This is an optimization exercise on Yosys and OpenROAD, whose aim is small area, not a production implementation. Only simulation tests tie the RTL to the original design; equivalence was not proved. Power and IR drop assume default switching activity.

== run A ==
==> module gameRegs, before the edit <==
module gameRegs
(
   input  logic        clk,
   input  logic        reset_n,
   input  logic        wbCyc,
   input  logic        wbStb,
   input  logic        wbWe,
   input  logic [2:0]  wbAdr,
   input  logic [31:0] wbDatW,
   input  logic        eof,
   input  logic [21:0] pos1,
   input  logic [21:0] pos2,
   output logic [31:0] wbDatR,
   output logic        wbAck,
   output logic [9:0]  speed1,
   output logic [9:0]  speed2,
   output logic [9:0]  speed1Next,
   output logic [9:0]  speed2Next
);
   logic [31:0] frameCount;
   logic        writeNow;
   logic [9:0]  clamped;
   logic [32:0] carry;
   assign carry[0] = eof;
   genvar i;
   generate
      for (i = 0; i < 32; i++)
      begin : g_inc
         assign carry[i+1] = carry[i] & frameCount[i];
      end
   endgenerate
   assign writeNow = wbAck && wbCyc && wbStb && wbWe;
   assign clamped = {wbDatW[9:1], wbDatW[0] | (wbDatW[9:1] == 9'd0)};
   assign speed1Next = (writeNow && wbAdr == 3'd0) ? clamped : speed1;
   assign speed2Next = (writeNow && wbAdr == 3'd1) ? clamped : speed2;
   always_ff @(posedge clk or negedge reset_n)
   begin
      if (!reset_n)
      begin
         wbAck <= 1'b0;
         speed1 <= 10'd16;
         speed2 <= 10'd3;
         frameCount <= '0;
      end
      else
      begin
         wbAck <= wbCyc && wbStb && !wbAck;
         speed1 <= speed1Next;
         speed2 <= speed2Next;
         if (writeNow && wbAdr == 3'd4)
            frameCount <= wbDatW;
         else
            frameCount <= frameCount ^ carry[31:0];
      end
   end
   logic selS1, selS2, selP1, selP2, selFc;
   assign selS1 = wbAdr == 3'd0;
   assign selS2 = wbAdr == 3'd1;
   assign selP1 = wbAdr == 3'd2;
   assign selP2 = wbAdr == 3'd3;
   assign selFc = wbAdr == 3'd4;
   assign wbDatR = ({32{selS1}} & {22'd0, speed1})
                 | ({32{selS2}} & {22'd0, speed2})
                 | ({32{selP1}} & {{5{pos1[21]}}, pos1[21:11], {5{pos1[10]}}, pos1[10:0]})
                 | ({32{selP2}} & {{5{pos2[21]}}, pos2[21:11], {5{pos2[10]}}, pos2[10:0]})
                 | ({32{selFc}} & frameCount);
endmodule
clock: 10.0 ns
lec_check: 0
cap_margin: 20
core_margin: 2
core_utilization: 40
slew_margin: 20
standard.sh (not shown) runs the stock make flow with config.mk's settings and CLKGATE_MAP_FILE= SYNTH_SCRIPT=/design/flow/synth_recipe.tcl, a recipe that flattens the netlist after the stock synthesis.
==> flow/flow/run.sh <==
#!/bin/bash
# Standard ORFS layout with three changes: the standard synthesis netlist's
# combinational logic is re-mapped for area (flow/remap.tcl, registers kept
# as they are), ports get plain buf_1 buffers, and the clock tree is built
# from small clock buffers without dummy loads.
set -euo pipefail
ARGS=(
  "BUFFER_PORTS_ARGS=-buffer_cell sky130_fd_sc_hd__buf_1"
  "CTS_ARGS=-sink_clustering_enable -repair_clock_nets -dont_use_dummy_load -sink_clustering_size 10 -buf_list {sky130_fd_sc_hd__clkbuf_2 sky130_fd_sc_hd__clkbuf_4}"
)
RES="$PWD/orfs/results/$FLOW_PLATFORM/gameTop/base"
bash standard.sh "${ARGS[@]}" synth > synth.log 2>&1
cp "$RES/1_2_yosys.v" "$RES/1_2_yosys_standard.v"
REMAP_LIB="$FLOW_HOME/platforms/$FLOW_PLATFORM/lib/sky130_fd_sc_hd__tt_025C_1v80.lib" \
REMAP_IN="$RES/1_2_yosys_standard.v" REMAP_OUT="$RES/1_2_yosys.v" REMAP_TOP="$FLOW_TOP" \
  "$FLOW_HOME/../tools/install/yosys/bin/yosys" -c flow/remap.tcl > remap.log 2>&1
rm -f "$RES/1_synth.odb"
bash standard.sh "${ARGS[@]}" finish > finish.log 2>&1
Other scripts of this flow, unchanged in this note and not shown: flow/flow/remap.tcl
Run A has completed all stages; timing, DRC and antenna checks passed.
Relative to run A, the following input files were edited for run B:
-- flow/design.v --
<<< run A, line 378
      end
   end
   logic selS1, selS2, selP1, selP2, selFc;
   assign selS1 = wbAdr == 3'd0;
   assign selS2 = wbAdr == 3'd1;
   assign selP1 = wbAdr == 3'd2;
   assign selP2 = wbAdr == 3'd3;
   assign selFc = wbAdr == 3'd4;
   assign wbDatR = ({32{selS1}} & {22'd0, speed1})
                 | ({32{selS2}} & {22'd0, speed2})
                 | ({32{selP1}} & {{5{pos1[21]}}, pos1[21:11], {5{pos1[10]}}, pos1[10:0]})
                 | ({32{selP2}} & {{5{pos2[21]}}, pos2[21:11], {5{pos2[10]}}, pos2[10:0]})
                 | ({32{selFc}} & frameCount);
endmodule
`timescale 1ns/1ps
>>> run B, line 378
      end
   end
   always_comb
   begin
      case (wbAdr)
         3'd0: wbDatR = {22'd0, speed1};
         3'd1: wbDatR = {22'd0, speed2};
         3'd2: wbDatR = {{5{pos1[21]}}, pos1[21:11], {5{pos1[10]}}, pos1[10:0]};
         3'd3: wbDatR = {{5{pos2[21]}}, pos2[21:11], {5{pos2[10]}}, pos2[10:0]};
         3'd4: wbDatR = frameCount;
         default: wbDatR = '0;
      endcase
   end
endmodule
`timescale 1ns/1ps
Findings:
Result for run A and run B: all clean
Any difference in global-route usage between run B and run A is small enough to ignore.
Between run A and run B, the number of optimization iterations in the first detailed-route pass is lower for run B.
Higher cell count after placement was reported by run B, not run A.
Compared with run A, combinational power in run B increased by more than 100%.
The internal power of run B exceeds that of run A by about 4.4%.
Sort run A and run B by inverter count of the layout excluding clock inverters, descending, and run A comes first.
Run A has higher share of cell area taken by flip-flops and latches than run B.
Worst setup slack (higher): run A
Clock latency of the later-clocked register in the worst-skew pair: run B vs run A, no meaningful difference
Delta (run B minus run A): wire length of the first global-routing pass has increased, final critical delay including setup and external delays grew by 940 ps.
On run B: portion of total power attributed to sequential cells is 4.4 points lower than what run A gave.
The die used by run B is larger than the one used by run A.
The initial antenna violation count on run B is in line with that on run A.


run a:
Another version of the RTL of gameTop (not shown whole).
Size in the first run: ~700 cells after synthesis, about 130 I/O pins, roughly 7300 sq um of cells after synthesis.
==> module playerMotion, before the edit <==
module playerMotion
(
   input  logic        clk,
   input  logic        reset_n,
   input  logic        step1,
   input  logic        step2,
   input  logic [3:0]  keys1,
   input  logic [3:0]  keys2,
   input  logic [9:0]  speed1,
   input  logic [9:0]  speed2,
   input  logic [9:0]  speed1Next,
   input  logic [9:0]  speed2Next,
   input  logic        shown1,
   input  logic        shown2,
   output logic [21:0] pos1,
   output logic [21:0] pos2,
   output logic        moving1,
   output logic        moving2,
   output logic        axisY1,
   output logic        axisY2,
   output logic        negDir1,
   output logic        negDir2
);
   logic [5:0] tileX1, tileY1, tileX2, tileY2;
   logic [8:0] offset1, offset2;
   logic [8:0] stride1, stride2;
   logic       sel;
   logic [8:0] offset;
   logic [8:0] stride;
   logic [3:0] keys;
   logic       moving;
   logic       axReg;
   logic       ngReg;
   logic       fast;
   logic [5:0] tileSel;
   logic        anyKey;
   logic        keyAxisY;
   logic        keyNeg;
   logic        curAxisY;
   logic        curNeg;
   logic        active;
   logic [10:0] opA;
   logic [10:0] opB;
   logic [10:0] opBx;
   logic [11:0] cy;
   logic [10:0] sum;
   logic [8:0]  offsetNew;
   logic        done;
   logic        tileInc;
   logic        tileDec;
   logic        tileWrite;
   logic [6:0]  tc;
   logic [5:0]  tileNew;
   assign moving1 = |offset1;
   assign moving2 = |offset2;
   assign sel = step2;
   assign offset = sel ? offset2 : offset1;
   assign stride = sel ? stride2 : stride1;
   assign keys = sel ? keys2 : keys1;
   assign moving = sel ? moving2 : moving1;
   assign axReg = sel ? axisY2 : axisY1;
   assign ngReg = sel ? negDir2 : negDir1;
   assign fast = sel ? speed2[9] : speed1[9];
   assign anyKey = |keys;
   assign keyAxisY = keys[3] | keys[2];
   assign keyNeg = keys[3] | (~keys[2] & ~keys[1] & keys[0]);
   assign curAxisY = moving ? axReg : keyAxisY;
   assign curNeg = moving ? ngReg : keyNeg;
   assign active = (step1 | step2) & (moving | anyKey);
   assign opA = {1'b0, ~moving & curNeg, offset};
   assign opB = {1'b0, ~moving & fast, stride};
   assign opBx = opB ^ {11{curNeg}};
   assign cy[0] = curNeg;
   genvar i;
   generate
      for (i = 0; i < 11; i++)
      begin : g_add
         assign sum[i] = opA[i] ^ opBx[i] ^ cy[i];
         assign cy[i+1] = (opA[i] & opBx[i]) | (cy[i] & (opA[i] ^ opBx[i]));
      end
   endgenerate
   assign done = sum[10] | sum[9];
   assign offsetNew = done ? 9'd0 : sum[8:0];
   assign tileInc = ~curNeg & done;
   assign tileDec = curNeg & ~moving;
   assign tileWrite = active & (tileInc | tileDec);
   always_comb
   begin
      case ({sel, curAxisY})
         2'b00: tileSel = tileX1;
         2'b01: tileSel = tileY1;
         2'b10: tileSel = tileX2;
         default: tileSel = tileY2;
      endcase
   end
   assign tc[0] = 1'b1;
   generate
      for (i = 0; i < 6; i++)
      begin : g_tile
         assign tc[i+1] = tc[i] & (tileSel[i] ^ tileDec);
      end
   endgenerate
   assign tileNew = tileSel ^ tc[5:0];
   always_ff @(posedge clk)
   begin
      if (!moving1 && !shown1)
      begin
         axisY1 <= keys1[3] | keys1[2];
         negDir1 <= keys1[3] | (~keys1[2] & ~keys1[1] & keys1[0]);
      end
      if (!moving2 && !shown2)
      begin
         axisY2 <= keys2[3] | keys2[2];
         negDir2 <= keys2[3] | (~keys2[2] & ~keys2[1] & keys2[0]);
      end
      if (!moving1 && !step1)
         stride1 <= speed1Next[8:0];
      if (!moving2 && !step2)
         stride2 <= speed2Next[8:0];
   end
   always_ff @(posedge clk or negedge reset_n)
   begin
      if (!reset_n)
      begin
         tileX1 <= 6'd4;
         tileY1 <= 6'd4;
         offset1 <= '0;
      end
      else if (step1 && active)
      begin
         offset1 <= offsetNew;
         if (tileWrite & ~curAxisY)
            tileX1 <= tileNew;
         if (tileWrite & curAxisY)
            tileY1 <= tileNew;
      end
   end
   always_ff @(posedge clk or negedge reset_n)
   begin
      if (!reset_n)
      begin
         tileX2 <= 6'd14;
         tileY2 <= 6'd14;
         offset2 <= '0;
      end
      else if (step2 && active)
      begin
         offset2 <= offsetNew;
         if (tileWrite & ~curAxisY)
            tileX2 <= tileNew;
         if (tileWrite & curAxisY)
            tileY2 <= tileNew;
      end
   end
   assign pos1 = {tileX1, offset1[8:4] & {5{~axisY1}}, tileY1, offset1[8:4] & {5{axisY1}}};
   assign pos2 = {tileX2, offset2[8:4] & {5{~axisY2}}, tileY2, offset2[8:4] & {5{axisY2}}};
endmodule
clock: 10.0 ns
lec_check: 0
cap_margin: 20
core_margin: 2
core_utilization: 40
slew_margin: 20
==> flow/flow/run.sh <==
#!/bin/bash
# Standard ORFS layout, with plain buf_1 port buffers and a clock tree built
# from small clock buffers without dummy loads.
bash standard.sh \
  "BUFFER_PORTS_ARGS=-buffer_cell sky130_fd_sc_hd__buf_1" \
  "CTS_ARGS=-sink_clustering_enable -repair_clock_nets -dont_use_dummy_load -sink_clustering_size 10 -buf_list {sky130_fd_sc_hd__clkbuf_2 sky130_fd_sc_hd__clkbuf_4}" \
  finish > standard_run.log 2>&1
Run a | stages: all done | timing, DRC, antenna: all pass
Changes in run b relative to run a:
-- flow/design.v --
<<< run a, line 129
   logic        curNeg;
   logic        active;
   logic [10:0] opA;
   logic [10:0] opB;
   logic [10:0] opBx;
   logic [11:0] cy;
   logic [10:0] sum;
   logic [8:0]  offsetNew;
   logic        done;
>>> run b, line 129
   logic        curNeg;
   logic        active;
   logic [8:0]  offsetNew;
   logic        done;
<<< run a, line 157
   assign curNeg = moving ? ngReg : keyNeg;
   assign active = (step1 | step2) & (moving | anyKey);
   assign opA = {1'b0, ~moving & curNeg, offset};
   assign opB = {1'b0, ~moving & fast, stride};
   assign opBx = opB ^ {11{curNeg}};
   assign cy[0] = curNeg;
   genvar i;
   generate
      for (i = 0; i < 11; i++)
      begin : g_add
         assign sum[i] = opA[i] ^ opBx[i] ^ cy[i];
         assign cy[i+1] = (opA[i] & opBx[i]) | (cy[i] & (opA[i] ^ opBx[i]));
      end
   endgenerate
   assign done = sum[10] | sum[9];
   assign offsetNew = done ? 9'd0 : sum[8:0];
   assign tileInc = ~curNeg & done;
   assign tileDec = curNeg & ~moving;
>>> run b, line 152
   assign curNeg = moving ? ngReg : keyNeg;
   assign active = (step1 | step2) & (moving | anyKey);
   logic [8:0] opBx;
   logic [9:0] cy;
   logic [8:0] sum;
   assign opBx = stride ^ {9{curNeg}};
   assign cy[0] = curNeg;
   genvar i;
   generate
      for (i = 0; i < 9; i++)
      begin : g_add
         assign sum[i] = offset[i] ^ opBx[i] ^ cy[i];
         assign cy[i+1] = (offset[i] & opBx[i]) | (cy[i] & (offset[i] ^ opBx[i]));
      end
   endgenerate
   assign done = moving ? (cy[9] ^ curNeg) : fast;
   assign offsetNew = done ? 9'd0 : sum;
   assign tileInc = ~curNeg & done;
   assign tileDec = curNeg & ~moving;
--- outcome ---
Post-placement setup slack | run b below run a. First-iteration DRC count, run b and run a: smaller value in run a. Compared with run a, run b has less setup slack. Run b vs. run a: die area shrank by 1.4%; final-layout fill cell count shrank by 94; share of synthesized cell area in and, or, nand and nor gates shrank by 2.4 points; combined area of the multi-input logic cells shrank by 2.4%; design area shrank by 0.93%. Delta (run b minus run a): layout overhead on the synthesized area grew by 0.60 points; fraction of layout cells with a size suffix above 1 increased 3.1 points; utilization about even.

-- afterwards: timing with drivers on the ports --
How much do the figures lean on ideal ports? The routed layouts below were timed once more, with nothing changed but the port constraints.
Step 1 assumes that a clkbuf_16 drives the clock port and a buf_2 every other input.
Step 2 also shifts input and output timing later by t, the mid clock arrival at the registers, as if the neighbouring blocks saw the same clock.
Three values: ideal, step 1, step 2; two values: the first two.
| run | shift t [ns] | setup WS [ns] | hold WS [ns] | worst setup path at the end | worst register clock-pin slew, ns |
|---|---|---|---|---|---|
| run A of note 1 | 0.561 | 2.204 / 2.208 / 1.646 | 0.453 / 0.453 / 0.453 | input to register | 0.12 / 0.12 |
| run B of note 1 | 0.555 | 1.261 / 1.267 / 0.712 | 0.459 / 0.459 / 0.459 | input to register | 0.11 / 0.11 |
| run a of note 2 | 0.561 | 2.159 / 2.159 / 1.643 | 0.460 / 0.460 / 0.460 | input to register | 0.12 / 0.12 |
| run b of note 2 | 0.560 | 1.707 / 1.710 / 1.150 | 0.479 / 0.479 / 0.479 | input to register | 0.11 / 0.11 |
After both steps setup and hold are still met in every run listed. For run A of note 1, which loses most, drivers alone change the setup slack by +0.004 ns; drivers and shift together by -0.558 ns.
